Background: an optimization exercise with open tools, aiming at small area, a short achievable clock period and few clock cycles per item. Do not read the settings as production practice. In this exercise RTL edits were held to simulation tests only and were not proved equivalent to the original.

== run 1 ==
// aesTop
module aesTop (
    input  logic        clk,
    input  logic        rstN,
    input  aesPkg::apbAddrT     paddr,
    input  logic        psel,
    input  logic        penable,
    input  logic        pwrite,
    input  aesPkg::wordT        pwdata,
    output aesPkg::wordT        prdata,
    output logic        pready,
    output logic        pslverr,
    output logic [20:0] segOut
);
Size in the first run: ~100 I/O pins, roughly 0.048 mm² of cells after synthesis.
==> flow/config.mk <==
export PLATFORM = sky130hd
export DESIGN_NAME = aesTop
export DESIGN_NICKNAME = aesTop
export VERILOG_FILES = /design/flow/design.v
export SDC_FILE = /design/flow/constraint.sdc
export NUM_CORES = 4
export LEC_CHECK = 0
export CAP_MARGIN = 20
export CELL_PAD_IN_SITES_DETAIL_PLACEMENT = 2
export CELL_PAD_IN_SITES_GLOBAL_PLACEMENT = 2
export CORE_MARGIN = 2
export CORE_UTILIZATION = 35
export PLACE_DENSITY = 0.45
export SETUP_SLACK_MARGIN = 1
export SLEW_MARGIN = 20
export SYNTH_HIERARCHICAL = 1
==> flow/constraint.sdc <==
create_clock -name core_clock -period 8.0 [get_ports {clk}]
set_input_delay 1.6000 -clock core_clock [delete_from_list [all_inputs] [get_ports {clk}]]
set_output_delay 1.6000 -clock core_clock [all_outputs]
set_load 0.01 [all_outputs]
run.sh (not shown) runs the stock make flow with config.mk's settings and CLKGATE_MAP_FILE= SYNTH_SCRIPT=/design/flow/synth_recipe.tcl, a recipe that flattens the netlist after the stock synthesis.
Run 1: flow completed, timing, DRC and antenna clean
Testbench counts of run 1, summed over its fixed seeds: cycles 10,368, blocks 384.
Here is what was changed in the inputs of run 2 compared with run 1.
- swapping 1 for 1.3 in SETUP_SLACK_MARGIN
Notes after the runs:
- Run comparison: run 2 critical path startpoint uEngine.keyRegN[125]; run 1 critical path startpoint paddr[2]
- Re sequential cell count: no difference whatsoever between run 1 and run 2.
- [compare] base=run 1 new=run 2: headroom to the max-slew limit neither gained nor lost much, met3 usage in global routing barely changed, die footprint stayed essentially flat, fraction of layout instances using a drive strength above 1 moved up.
The following lists how run 3 was set up differently from run 2:
- an added CTS_CLUSTER_SIZE of 24
- an added CTS_CLUSTER_DIAMETER of 110
- a change of SETUP_SLACK_MARGIN from 1.3 to 1
### Flow results
- Run 3 vs run 2, worst setup path endpoint: prdata[28] vs uEngine.stateRegN[121]
- Logic depth of the worst register-to-register path: run 3 < run 2
- Delta(via count, run 3 - run 2) < 0
- Summary of run 3 over run 2: global-route usage went down by 0.58 points, initial antenna violation count down 3.
### run 3 -> run 4
- CORE_UTILIZATION now 45, was 35
- CTS_CLUSTER_SIZE now 20, was 24
- PLACE_DENSITY now 0.55, was 0.45
- CTS_CLUSTER_DIAMETER now 100, was 110
- CELL_PAD_IN_SITES_GLOBAL_PLACEMENT now 1, was 2
- CELL_PAD_IN_SITES_DETAIL_PLACEMENT now 1, was 2
Notes after the runs:
Run 4 reached the final stage; the timing, DRC and antenna checks on its layout passed. Area: run 4 vs run 3 -> run 4 smaller. Non-clock buffer count in the final layout: run 4 vs run 3 down 72. Summary of the comparison: combined area of the multi-input logic cells is lower in run 4, relative to run 3. Smallest hold slack: run 4 worse than run 3.
--- input diff run 4..run 5 ---
- CTS_CLUSTER_DIAMETER removed (was 100)
- CELL_PAD_IN_SITES_DETAIL_PLACEMENT changed from 1 to 2
- CTS_CLUSTER_SIZE removed (was 20)
- CORE_UTILIZATION changed from 45 to 35
- CELL_PAD_IN_SITES_GLOBAL_PLACEMENT changed from 1 to 2
- SETUP_SLACK_MARGIN changed from 1 to 0.8
- PLACE_DENSITY changed from 0.55 to 0.45
Findings:
Run 5: done, clean on timing, DRC and antenna
The setup slack of run 5 is smaller than that of run 4.
Looking at amount of wire on met3 after detailed routing, run 5 sits about 20% lower than run 4 does.
Sort run 5 and run 4 by clock-pin slew reported for the worst setup and hold paths after clock tree synthesis, descending, and run 4 comes first.
Relative to run 4, run 5 degrades worst clock skew on the final layout.
On run 5: global-route met1 utilization is 4.5 points lower than what run 4 gave.
Per the comparison of run 5 with run 4, number of buffers created by CTS went up by 38.
[inputs] run 6 vs run 5
- SETUP_SLACK_MARGIN: 0.8 -> 1
- PLACE_DENSITY: 0.45 -> 0.65
- CELL_PAD_IN_SITES_GLOBAL_PLACEMENT: 2 -> 1
- CELL_PAD_IN_SITES_DETAIL_PLACEMENT: 2 -> 1
- CORE_UTILIZATION: 35 -> 55
- CTS_CLUSTER_SIZE: unset -> 20
- CTS_CLUSTER_DIAMETER: unset -> 100
- Run 6 vs. run 5: estimated wirelength of the detail-placed design fell by about 15%.
- Global-route usage came out higher on run 6 than on run 5.
- Buffer count excluding the clock tree in the final layout shrinks by more than 10% when moving from run 5 to run 6.
- Count of final max-slew check failures delta (run 6 -> run 5): insignificant
- The run showing the greater post-synthesis to final-layout area growth is run 5.
- Run 6 improves on run 5 in post-route cell area.
- Run 6 ends up with a setup slack of the worst register-to-register path that is 0.09 ns higher than in run 5.


Setup of wip/sierra:
aesTop again, from the RTL that the note above started with.
make LEC_CHECK=0 CAP_MARGIN=20 CELL_PAD_IN_SITES_DETAIL_PLACEMENT=1 CELL_PAD_IN_SITES_GLOBAL_PLACEMENT=1 CORE_MARGIN=2 CORE_UTILIZATION=45 CTS_CLUSTER_DIAMETER=100 CTS_CLUSTER_SIZE=20 PLACE_DENSITY=0.55 SETUP_SLACK_MARGIN=0.9 SLEW_MARGIN=20 SYNTH_HIERARCHICAL=1 finish   # period 8.0 ns
wip/sierra | stages: all done | timing, DRC, antenna: all pass
Testbench counts of wip/sierra, summed over its fixed seeds: cycles 10,368, blocks 384.
#### Input delta (wip/maple over wip/sierra)
Settings: changing CELL_PAD_IN_SITES_GLOBAL_PLACEMENT from 1 to 2; changing CELL_PAD_IN_SITES_DETAIL_PLACEMENT from 1 to 2; changing CORE_UTILIZATION from 45 to 35; changing SETUP_SLACK_MARGIN from 0.9 to 1; changing PLACE_DENSITY from 0.55 to 0.45.
[summary]
wip/maple closes out successfully: all stages finished, all timing, DRC and antenna checks passed.
Diff wip/sierra -> wip/maple: critical path depth -15; met1 track demand over resource -4.4 points; mean routed wirelength per cell +3.2%.
| worst setup slack after layout | wip/maple vs wip/sierra | better |
Critical setup path kind: flop to flop -> wip/sierra, input pin to output port -> wip/maple
| half-perimeter wire length after detailed placement | wip/maple vs wip/sierra | 11% higher |
On worst endpoint required time, the lower figure sits with wip/maple, not wip/sierra.
Summary of wip/maple over wip/sierra: hold-fix buffer count after cts closely matched the old numbers, critical-path maximum fanout climbed 13.
Modified inputs, wip/fjord compared to wip/maple
Settings: CTS_CLUSTER_SIZE: 20 -> 16; CTS_CLUSTER_DIAMETER: 100 -> 80.
Results
wip/fjord finished every stage and its layout cleared the timing, DRC and antenna checks.
In the tables for wip/maple and wip/fjord, sequential fraction of total cell area reads lower with wip/fjord.
When wip/fjord is measured against wip/maple, its fraction of final layout cells sized beyond drive strength 1 turns out 0.23 points higher.
The core of wip/fjord is more densely filled than that of wip/maple.
Cell area | wip/fjord vs wip/maple | wip/fjord larger
Comparing the two runs side by side, wip/fjord comes out ahead of wip/maple on worst path setup slack after routing.
--- input diff wip/fjord..wip/quartz ---
Settings: swapping 0.45 for 0.55 in PLACE_DENSITY; swapping 80 for 100 in CTS_CLUSTER_DIAMETER; swapping 2 for 1 in CELL_PAD_IN_SITES_DETAIL_PLACEMENT; swapping 2 for 1 in CELL_PAD_IN_SITES_GLOBAL_PLACEMENT; swapping 1 for 1.1 in SETUP_SLACK_MARGIN; swapping 16 for 20 in CTS_CLUSTER_SIZE; swapping 35 for 45 in CORE_UTILIZATION.
## What came out
Reg-to-reg setup timing slack of wip/fjord is on par with wip/quartz. Taking wip/quartz as 1.0, wip/fjord lands at 1.3 on full die area. Cell area is lower on wip/quartz. Every stage of the flow completed for wip/quartz, and the final layout passed the timing, DRC and antenna checks. wip/fjord | status: complete | timing, DRC, antenna: pass. wip/quartz ended with less area of the core region than wip/fjord. Re fraction of standard cell area that is sequential: wip/fjord and wip/quartz aren't equal, and the lower value belongs to wip/fjord.
Relative to wip/quartz, the following input files were edited for wip/juniper:
Settings: SETUP_SLACK_MARGIN: 1.1 -> 1; CTS_CLUSTER_DIAMETER: 100 -> unset; CTS_CLUSTER_SIZE: 20 -> unset.
### Flow results
Taking wip/quartz as the reference point, the via count of wip/juniper rises by 1.2%. wip/juniper reports a higher share of the cycle needed by the critical path after routing than wip/quartz does. Of wip/juniper and wip/quartz, it is wip/juniper that has the higher number of cells on the critical path. wip/juniper has post-route cell area above what wip/quartz had.
Relative to wip/juniper, the following input files were edited for wip/zinc:
Settings: a change of CAP_MARGIN from 20 to 5; a change of CORE_UTILIZATION from 45 to 35; a change of SLEW_MARGIN from 20 to 5; a change of CELL_PAD_IN_SITES_GLOBAL_PLACEMENT from 1 to 2; a change of PLACE_DENSITY from 0.55 to 0.45; a change of CELL_PAD_IN_SITES_DETAIL_PLACEMENT from 1 to 2.
--- outcome ---
- Comparing wip/juniper and wip/zinc, the higher cell area was measured on wip/zinc.
- wip/zinc gives more post-layout worst setup margin than wip/juniper did.
- Comparing wip/juniper and wip/zinc, the higher global-route usage is on wip/juniper.
- Compared with wip/juniper, wip/zinc degrades area of the core.
- Taking wip/juniper as the reference point, the number of gates resized after cts of wip/zinc rises by about 40%.

==> what the ideal ports hide <==
The results above use ideal ports. As a check the final layouts listed here were re-extracted and re-timed, cells and wires unchanged. Step 1 assumes that a clkbuf_16 drives the clock port and a buf_2 every other input. Step 2, shift: input delay + t, output delay - t, t = (earliest + latest rising clock arrival at the registers) / 2. This alone moves slack from input paths to output paths. Slacks: no drivers / after step 1 / after step 2; pairs: no drivers / after step 1.
run	shift t [ns]	setup WS [ns]	worst data-port slew with drivers (ns)
run 1	0.734	1.149 / 1.123 / 1.123	0.05
run 2	0.730	1.421 / 1.421 / 1.421	0.04
run 3	0.705	1.123 / 1.096 / 1.096	0.05
run 4	0.679	1.202 / 1.192 / 1.192	0.05
run 5	0.726	0.997 / 0.997 / 0.997	0.05
run 6	0.668	1.086 / 1.086 / 1.086	0.06
wip/sierra	0.680	1.073 / 1.073 / 1.073	0.05
wip/maple	0.711	1.115 / 1.089 / 1.089	0.05
wip/fjord	0.730	1.134 / 1.108 / 1.108	0.05
wip/quartz	0.676	1.227 / 1.203 / 1.203	0.05
wip/juniper	0.698	1.123 / 1.123 / 1.123	0.05
wip/zinc	0.734	1.149 / 1.123 / 1.123	0.05
After both steps every run listed still meets setup and hold. For run 3, which loses most, drivers alone change the setup slack by -0.027 ns; drivers and shift together by -0.027 ns.
